Source: an optimization exercise on an open RTL-to-GDS flow (aim: small area). Production flows keep margins and buffers that such runs may drop.
Where RTL was checked, it was by simulation tests only, not by an equivalence proof against the original.
Power and IR drop assume default switching activity.

yarrow:
==> module eth_video_rx, before the edit <==
module eth_video_rx (
	input wire logic clk,
	input wire logic eth_rx_downstream_rst,
	input wire logic rmii_crsdv,
	input wire logic [1:0] rmii_rxd,
	input wire logic rmii_rxerr,
	output logic vram_we,
	output logic [8-1:0] vram_addr,
	output logic [12-1:0] vram_color,
	output logic frame_err
);
	logic in_frame;
	logic err_hold;
	logic pre_seen;
	logic [3:0] pos_g;
	logic [1:0] pos_b;
	logic [1:0] pos_d;
	logic [3:0] nib;
	logic [3:0] col_hi [0:7];
	logic [3:0] col_mid [0:7];
	logic [3:0] col_lo [0:7];
	logic [4:0] ofs;
	logic ffcp_en;
	logic msg;
	logic ferr;
	logic [2:0] grp;
	logic [1:0] ph;
	logic shift;
	logic full;
	logic g7;
	logic g8;
	logic busy;
	logic start;
	logic nib_in;
	logic hi_en;
	logic mid_en;
	logic lo_en;
	logic hi_hold;
	logic mid_hold;
	logic lo_hold;
	assign shift = in_frame && rmii_crsdv && !rmii_rxerr;
	assign full = !pos_g[2] && !pos_g[1];
	assign g7 = !pos_g[2] && !pos_g[0];
	assign g8 = !pos_g[3] && !pos_g[1];
	assign busy = grp != 3'd4;
	assign start = in_frame && !rmii_crsdv && full && ffcp_en && msg;
	assign nib_in = in_frame && !busy && !pos_d[0] && !full;
	assign hi_en = vram_we || (nib_in && pos_b == 2'd1);
	assign mid_en = vram_we || (nib_in && pos_b == 2'd0);
	assign lo_en = vram_we || (nib_in && pos_b == 2'd2);
	assign hi_hold = !vram_we && !(nib_in && pos_b[0]);
	assign mid_hold = !vram_we && !(in_frame && grp[2] && !grp[1] && !pos_d[0] && !full &&
		pos_b == 2'd0);
	assign lo_hold = !vram_we && !(nib_in && pos_b[1]);
	always_ff @(posedge clk) begin
		if (eth_rx_downstream_rst) begin
			in_frame <= 1'b0;
			err_hold <= 1'b0;
			pre_seen <= 1'b0;
		end else if (err_hold) begin
			if (!rmii_crsdv)
				err_hold <= 1'b0;
		end else if (rmii_crsdv && rmii_rxerr) begin
			err_hold <= 1'b1;
			in_frame <= 1'b0;
			pre_seen <= 1'b0;
		end else if (!rmii_crsdv) begin
			in_frame <= 1'b0;
			pre_seen <= 1'b0;
		end else if (in_frame) begin
		end else if (pre_seen && rmii_rxd == 2'b11) begin
			in_frame <= 1'b1;
		end else begin
			pre_seen <= rmii_rxd == 2'b01;
		end
	end
	always_ff @(posedge clk) begin
		if (!in_frame) begin
			pos_g <= 4'b0011;
			pos_b <= 2'd1;
			pos_d <= 2'd0;
			ffcp_en <= 1'b0;
		end else begin
			if (shift && !full) begin
				pos_d <= pos_d + 2'd1;
				if (pos_d == 2'd3) begin
					pos_b <= pos_b == 2'd2 ? 2'd0 : pos_b + 2'd1;
					if (pos_b == 2'd2)
						pos_g <= {pos_g[2:0], pos_g[3] ^ pos_g[0]};
				end
			end
			if (g7 && pos_b == 2'd0 && pos_d == 2'd0)
				ffcp_en <= col_hi[7] == 4'h8 && col_lo[6] == 4'h8 &&
					col_lo[7] == 4'h5 && nib == 4'hB;
		end
		if (g7 && pos_b == 2'd1 && pos_d == 2'd0)
			msg <= col_mid[6] == 4'h2 && nib == 4'h0;
		if (g8 && pos_b == 2'd0 && pos_d == 2'd0)
			ofs <= {nib[0], col_lo[7]};
		if (shift && !full && !busy)
			nib <= {rmii_rxd, nib[3:2]};
		for (int i = 0; i < 7; i++) begin
			col_hi[i] <= ({4{hi_en}} & col_hi[i+1]) | ({4{hi_hold}} & col_hi[i]);
			col_mid[i] <= ({4{mid_en}} & col_mid[i+1]) | ({4{mid_hold}} & col_mid[i]);
			col_lo[i] <= ({4{lo_en}} & col_lo[i+1]) | ({4{lo_hold}} & col_lo[i]);
		end
		col_hi[7] <= ({4{hi_en}} & nib) | ({4{hi_hold}} & col_hi[7]);
		col_lo[7] <= ({4{lo_en}} & nib) | ({4{lo_hold}} & col_lo[7]);
	end
	assign col_mid[7] = nib;
	always_ff @(posedge clk) begin
		if (eth_rx_downstream_rst) begin
			grp <= 3'd4;
			ph <= 2'd0;
			ferr <= 1'b0;
		end else begin
			ferr <= err_hold && ffcp_en;
			if (start) begin
				grp <= 3'd6;
				ph <= 2'd0;
			end else if (busy) begin
				ph <= ph == 2'd2 ? 2'd0 : ph + 2'd1;
				if (ph == 2'd2)
					grp <= grp + 3'd1;
			end
		end
	end
	assign vram_we = !grp[2] && ph != 2'd0;
	assign vram_addr = {ofs, grp[1:0], ph[1]};
	assign vram_color = {col_hi[0], col_mid[0], col_lo[0]};
	assign frame_err = ferr;
endmodule
Settings: LEC_CHECK=0, CAP_MARGIN=0, CORE_MARGIN=2, CORE_UTILIZATION=75, SLEW_MARGIN=0; clock period 10.0 ns.
standard.sh (not shown) runs the stock make flow with config.mk's settings and CLKGATE_MAP_FILE= SYNTH_SCRIPT=/design/flow/synth_recipe.tcl, a recipe that flattens the netlist after the stock synthesis.
==> flow/flow/run.sh <==
#!/bin/bash
# The standard layout (the standard.sh, standard synthesis unchanged), with
# two changes: ports are buffered with buf_1 cells, and the clock tree is built
# from clkbuf_4 cells without dummy balancing loads.
set -euo pipefail
export BUFFER_PORTS_ARGS="-buffer_cell sky130_fd_sc_hd__buf_1"
export CTS_ARGS="-sink_clustering_enable -repair_clock_nets -dont_use_dummy_load -buf_list sky130_fd_sc_hd__clkbuf_4"
bash standard.sh > standard.log 2>&1
Per the final summary, yarrow finished and its layout is clean on timing, DRC and antenna.
The following lists how delta was set up differently from yarrow:
--- a/flow/design.v
+++ b/flow/design.v
@@ -36,11 +36,8 @@
 	logic nib_in;
 	logic hi_en;
 	logic mid_en;
 	logic lo_en;
-	logic hi_hold;
-	logic mid_hold;
-	logic lo_hold;
 	assign shift = in_frame && rmii_crsdv && !rmii_rxerr;
 	assign full = !pos_g[2] && !pos_g[1];
 	assign g7 = !pos_g[2] && !pos_g[0];
 	assign g8 = !pos_g[3] && !pos_g[1];
@@ -49,12 +46,8 @@
 	assign nib_in = in_frame && !busy && !pos_d[0] && !full;
 	assign hi_en = vram_we || (nib_in && pos_b == 2'd1);
 	assign mid_en = vram_we || (nib_in && pos_b == 2'd0);
 	assign lo_en = vram_we || (nib_in && pos_b == 2'd2);
-	assign hi_hold = !vram_we && !(nib_in && pos_b[0]);
-	assign mid_hold = !vram_we && !(in_frame && grp[2] && !grp[1] && !pos_d[0] && !full &&
-		pos_b == 2'd0);
-	assign lo_hold = !vram_we && !(nib_in && pos_b[1]);
 	always_ff @(posedge clk) begin
 		if (eth_rx_downstream_rst) begin
 			in_frame <= 1'b0;
 			err_hold <= 1'b0;
@@ -100,15 +93,23 @@
 		if (g8 && pos_b == 2'd0 && pos_d == 2'd0)
 			ofs <= {nib[0], col_lo[7]};
 		if (shift && !full && !busy)
 			nib <= {rmii_rxd, nib[3:2]};
-		for (int i = 0; i < 7; i++) begin
-			col_hi[i] <= ({4{hi_en}} & col_hi[i+1]) | ({4{hi_hold}} & col_hi[i]);
-			col_mid[i] <= ({4{mid_en}} & col_mid[i+1]) | ({4{mid_hold}} & col_mid[i]);
-			col_lo[i] <= ({4{lo_en}} & col_lo[i+1]) | ({4{lo_hold}} & col_lo[i]);
+		if (hi_en) begin
+			for (int i = 0; i < 7; i++)
+				col_hi[i] <= col_hi[i+1];
+			col_hi[7] <= nib;
 		end
-		col_hi[7] <= ({4{hi_en}} & nib) | ({4{hi_hold}} & col_hi[7]);
-		col_lo[7] <= ({4{lo_en}} & nib) | ({4{lo_hold}} & col_lo[7]);
+		if (mid_en) begin
+			for (int i = 0; i < 6; i++)
+				col_mid[i] <= col_mid[i+1];
+			col_mid[6] <= nib;
+		end
+		if (lo_en) begin
+			for (int i = 0; i < 7; i++)
+				col_lo[i] <= col_lo[i+1];
+			col_lo[7] <= nib;
+		end
 	end
 	assign col_mid[7] = nib;
 	always_ff @(posedge clk) begin
 		if (eth_rx_downstream_rst) begin
--- outcome ---
Global router's overall resource usage (higher): yarrow. Note that the final cell count recorded for delta amounts to 0.78 times the value seen in yarrow. For delta, the start point of the critical path was ph[1], unlike yarrow, where it was grp[2]. Per the comparison of delta with yarrow, total leakage power moved down; average cell area after synthesis rose 5.8 µm²; share of total power in sequential cells went up by 2.7 points. From yarrow to delta, count of unresolved DRC violations after routing did not move at all. Sequential cell area for delta: 37% up relative to yarrow. delta ended up with a higher area after detailed placement than yarrow did.
Only the layout flow was run in yarrow; the RTL was not checked for function there.

---

Setup of the previous run:
The RTL this note starts from:
==> flow/design.v <==
`timescale 1ns/1ns
`default_nettype none
module eth_video_rx (
	input wire logic clk,
	input wire logic eth_rx_downstream_rst,
	input wire logic rmii_crsdv,
	input wire logic [1:0] rmii_rxd,
	input wire logic rmii_rxerr,
	output logic vram_we,
	output logic [8-1:0] vram_addr,
	output logic [12-1:0] vram_color,
	output logic frame_err
);
	logic in_frame;
	logic err_hold;
	logic pre_seen;
	logic [3:0] pos_g;
	logic [1:0] pos_b;
	logic [1:0] pos_d;
	logic [3:0] nib;
	logic [3:0] col_hi [0:7];
	logic [3:0] col_mid [0:7];
	logic [3:0] col_lo [0:7];
	logic [4:0] ofs;
	logic ffcp_en;
	logic ferr;
	logic [2:0] grp;
	logic [1:0] ph;
	logic shift;
	logic full;
	logic g7;
	logic g8;
	logic busy;
	logic start;
	logic nib_in;
	logic hi_en;
	logic mid_en;
	logic lo_en;
	logic hi_hold;
	logic mid_hold;
	logic lo_hold;
	assign shift = in_frame && rmii_crsdv && !rmii_rxerr;
	assign pre_seen = pos_d[0];
	assign err_hold = !in_frame && pos_d[1];
	assign full = pos_g[3] && !pos_g[2] && !pos_g[1];
	assign g7 = pos_g[1] && !pos_g[2] && !pos_g[0];
	assign g8 = !pos_g[3] && !pos_g[1];
	assign busy = grp != 3'd4;
	assign start = in_frame && !rmii_crsdv && full && ffcp_en;
	assign nib_in = in_frame && !busy && !pos_d[0] && !full;
	assign hi_en = vram_we || (nib_in && pos_b == 2'd1);
	assign mid_en = vram_we || (nib_in && pos_b == 2'd0);
	assign lo_en = vram_we || (nib_in && pos_b == 2'd2);
	assign hi_hold = !vram_we && !(nib_in && pos_b[0]);
	assign mid_hold = !vram_we && !(in_frame && grp[2] && !grp[1] && !pos_d[0] && !full &&
		pos_b == 2'd0);
	assign lo_hold = !vram_we && !(nib_in && pos_b[1]);
	always_ff @(posedge clk) begin
		if (eth_rx_downstream_rst) begin
			in_frame <= 1'b0;
		end else if (err_hold) begin
		end else if (rmii_crsdv && rmii_rxerr) begin
			in_frame <= 1'b0;
		end else if (!rmii_crsdv) begin
			in_frame <= 1'b0;
		end else if (!in_frame && pre_seen && rmii_rxd == 2'b11) begin
			in_frame <= 1'b1;
		end
	end
	always_ff @(posedge clk) begin
		if (!in_frame) begin
			pos_g <= 4'b0011;
			pos_b <= 2'd1;
			pos_d[1] <= !eth_rx_downstream_rst && rmii_crsdv && (err_hold || rmii_rxerr);
			pos_d[0] <= !eth_rx_downstream_rst && !err_hold && rmii_crsdv && !rmii_rxerr &&
				rmii_rxd == 2'b01;
			ffcp_en <= 1'b0;
		end else if (g7 && pos_b == 2'd1 && pos_d == 2'd0 &&
				(col_mid[6] != 4'h2 || nib != 4'h0)) begin
			pos_g <= 4'b0000;
		end else begin
			if (shift && !full) begin
				pos_d <= pos_d + 2'd1;
				if (pos_d == 2'd3) begin
					pos_b <= pos_b == 2'd2 ? 2'd0 : pos_b + 2'd1;
					if (pos_b == 2'd2)
						pos_g <= {pos_g[2:0], pos_g[3] ^ pos_g[0]};
				end
			end
			if (g7 && pos_b == 2'd0 && pos_d == 2'd0)
				ffcp_en <= col_hi[7] == 4'h8 && col_lo[6] == 4'h8 &&
					col_lo[7] == 4'h5 && nib == 4'hB;
		end
		if (in_frame && (!shift || eth_rx_downstream_rst)) begin
			pos_d[1] <= !eth_rx_downstream_rst && rmii_crsdv && rmii_rxerr;
			pos_d[0] <= 1'b0;
		end
		if (g8 && pos_b == 2'd0 && pos_d == 2'd0)
			ofs <= {nib[0], col_lo[7]};
		if (shift && !full && !busy)
			nib <= {rmii_rxd, nib[3:2]};
		for (int i = 0; i < 7; i++) begin
			col_hi[i] <= ({4{hi_en}} & col_hi[i+1]) | ({4{hi_hold}} & col_hi[i]);
			col_mid[i] <= ({4{mid_en}} & col_mid[i+1]) | ({4{mid_hold}} & col_mid[i]);
			col_lo[i] <= ({4{lo_en}} & col_lo[i+1]) | ({4{lo_hold}} & col_lo[i]);
		end
		col_hi[7] <= ({4{hi_en}} & nib) | ({4{hi_hold}} & col_hi[7]);
		col_lo[7] <= ({4{lo_en}} & nib) | ({4{lo_hold}} & col_lo[7]);
	end
	assign col_mid[7] = nib;
	always_ff @(posedge clk) begin
		if (eth_rx_downstream_rst) begin
			grp <= 3'd4;
			ph <= 2'd0;
			ferr <= 1'b0;
		end else begin
			ferr <= err_hold && ffcp_en;
			if (start) begin
				grp <= 3'd6;
				ph <= 2'd0;
			end else if (busy) begin
				ph <= ph == 2'd2 ? 2'd0 : ph + 2'd1;
				if (ph == 2'd2)
					grp <= grp + 3'd1;
			end
		end
	end
	assign vram_we = !grp[2] && ph != 2'd0;
	assign vram_addr = {ofs, grp[1:0], ph[1]};
	assign vram_color = {col_hi[0], col_mid[0], col_lo[0]};
	assign frame_err = ferr;
endmodule
`default_nettype wire
export LEC_CHECK = 0
export CAP_MARGIN = 0
export CORE_MARGIN = 2
export CORE_UTILIZATION = 75
export SLEW_MARGIN = 0
create_clock -name core_clock -period 10.0 [get_ports {clk}]
==> flow/flow/run.sh <==
#!/bin/bash
# The standard layout (the standard.sh), with three changes:
# - synthesis is the standard one (synth_recipe.tcl and ORFS's synth.tcl,
#   same registers), but ABC maps the logic with flow/abc_map.script: more
#   rounds of choice computation (&dch -f) and area recovery (&nf -R 1000),
#   and no delay-driven buffering or gate sizing at the end, which the
#   layout's own repair does; and ABC also maps the few adders (no
#   ADDER_MAP_FILE, so no half-adder cells are extracted first);
# - ports are buffered with buf_1 cells;
# - the clock tree is built from clkbuf_4 cells without dummy balancing loads.
set -euo pipefail
export BUFFER_PORTS_ARGS="-buffer_cell sky130_fd_sc_hd__buf_1"
export CTS_ARGS="-sink_clustering_enable -repair_clock_nets -dont_use_dummy_load -buf_list sky130_fd_sc_hd__clkbuf_4"
rm -rf synth_scripts
cp -r "$FLOW_HOME/scripts" synth_scripts
cp flow/abc_map.script synth_scripts/abc_speed.script
SCRIPTS_DIR="$PWD/synth_scripts" ADDER_MAP_FILE= bash standard.sh synth > synth.log 2>&1
bash standard.sh > standard.log 2>&1
==> flow/flow/abc_map.script <==
&get -n
&st
&syn2
&dch -f
&nf -R 1000
&st
&syn2
&if -g -K 6
&synch2
&dch -f
&nf -R 1000
&st
&syn2
&if -g -K 6
&synch2
&dch -f
&nf -R 1000
&st
&syn2
&if -g -K 6
&synch2
&dch -f
&nf -R 1000
&put
topo
stime -c
Edits applied to the flow inputs when going from the previous run to the current run:
-- flow/design.v --
<<< the previous run, line 24
	logic [4:0] ofs;
	logic ffcp_en;
	logic ferr;
	logic [2:0] grp;
	logic [1:0] ph;
>>> the current run, line 24
	logic [4:0] ofs;
	logic ffcp_en;
	logic [2:0] grp;
	logic [1:0] ph;
<<< the previous run, line 113
			grp <= 3'd4;
			ph <= 2'd0;
			ferr <= 1'b0;
		end else begin
			ferr <= err_hold && ffcp_en;
			if (start) begin
				grp <= 3'd6;
>>> the current run, line 112
			grp <= 3'd4;
			ph <= 2'd0;
		end else begin
			if (start) begin
				grp <= 3'd6;
<<< the previous run, line 123
				if (ph == 2'd2)
					grp <= grp + 3'd1;
			end
		end
>>> the current run, line 120
				if (ph == 2'd2)
					grp <= grp + 3'd1;
			end else begin
				ph <= {1'b0, err_hold && ffcp_en};
			end
		end
<<< the previous run, line 129
	assign vram_addr = {ofs, grp[1:0], ph[1]};
	assign vram_color = {col_hi[0], col_mid[0], col_lo[0]};
	assign frame_err = ferr;
endmodule
`default_nettype wire
>>> the current run, line 128
	assign vram_addr = {ofs, grp[1:0], ph[1]};
	assign vram_color = {col_hi[0], col_mid[0], col_lo[0]};
	assign frame_err = !busy && ph[0];
endmodule
`default_nettype wire
Findings:
Per the comparison of the current run with the previous run, hold slack roughly the same; area of the core down about 0.65%.
Of the previous run and the current run, the higher met3 routing resource usage after global routing belongs to the current run.
Comparing the current run with the previous run, the part of the total power dissipated in combinational logic came out essentially unchanged.
[the current run vs the previous run] data arrival at the endpoint of the critical path: higher in the current run
Relative to the previous run, gate count of the mapped netlist has gone up in the current run.
Per the comparison of the current run with the previous run, total routing usage reported by global routing now sits higher; sequential share of cell area comparable.

[re-timing with driven ports]
Ports are ideal in the flow. The routed layouts listed here were re-timed in OpenROAD. Step 1, drivers: a clkbuf_16 drives clk and a buf_2 each remaining input, both assumed. Step 2 adds t to the input delays and takes it off the output delays; t is the mean of the earliest and latest rising clock arrival at the registers after step 1. Input paths then give back, and output paths get back, about the clock's delay inside the block. a / b / c = ideal / step 1 / step 2; a / b = the first two.
run	t, ns	setup WS [ns]	hold slack, ns	latest minus earliest clock arrival (ns)	cell pins on the clock port's net
yarrow	0.497	6.561 / 6.531 / 6.843	0.431 / 0.431 / 0.431	0.033 / 0.033	1
delta	0.470	6.363 / 6.338 / 6.726	0.402 / 0.402 / 0.402	0.036 / 0.037	1
the previous run	0.502	6.500 / 6.473 / 6.357	0.453 / 0.453 / 0.453	0.032 / 0.033	1
the current run	0.522	6.241 / 6.214 / 6.166	0.454 / 0.454 / 0.454	0.040 / 0.040	1
After both steps setup and hold are still met in every run listed. For the previous run, which loses most, drivers alone change the setup slack by -0.027 ns; drivers and shift together by -0.143 ns.
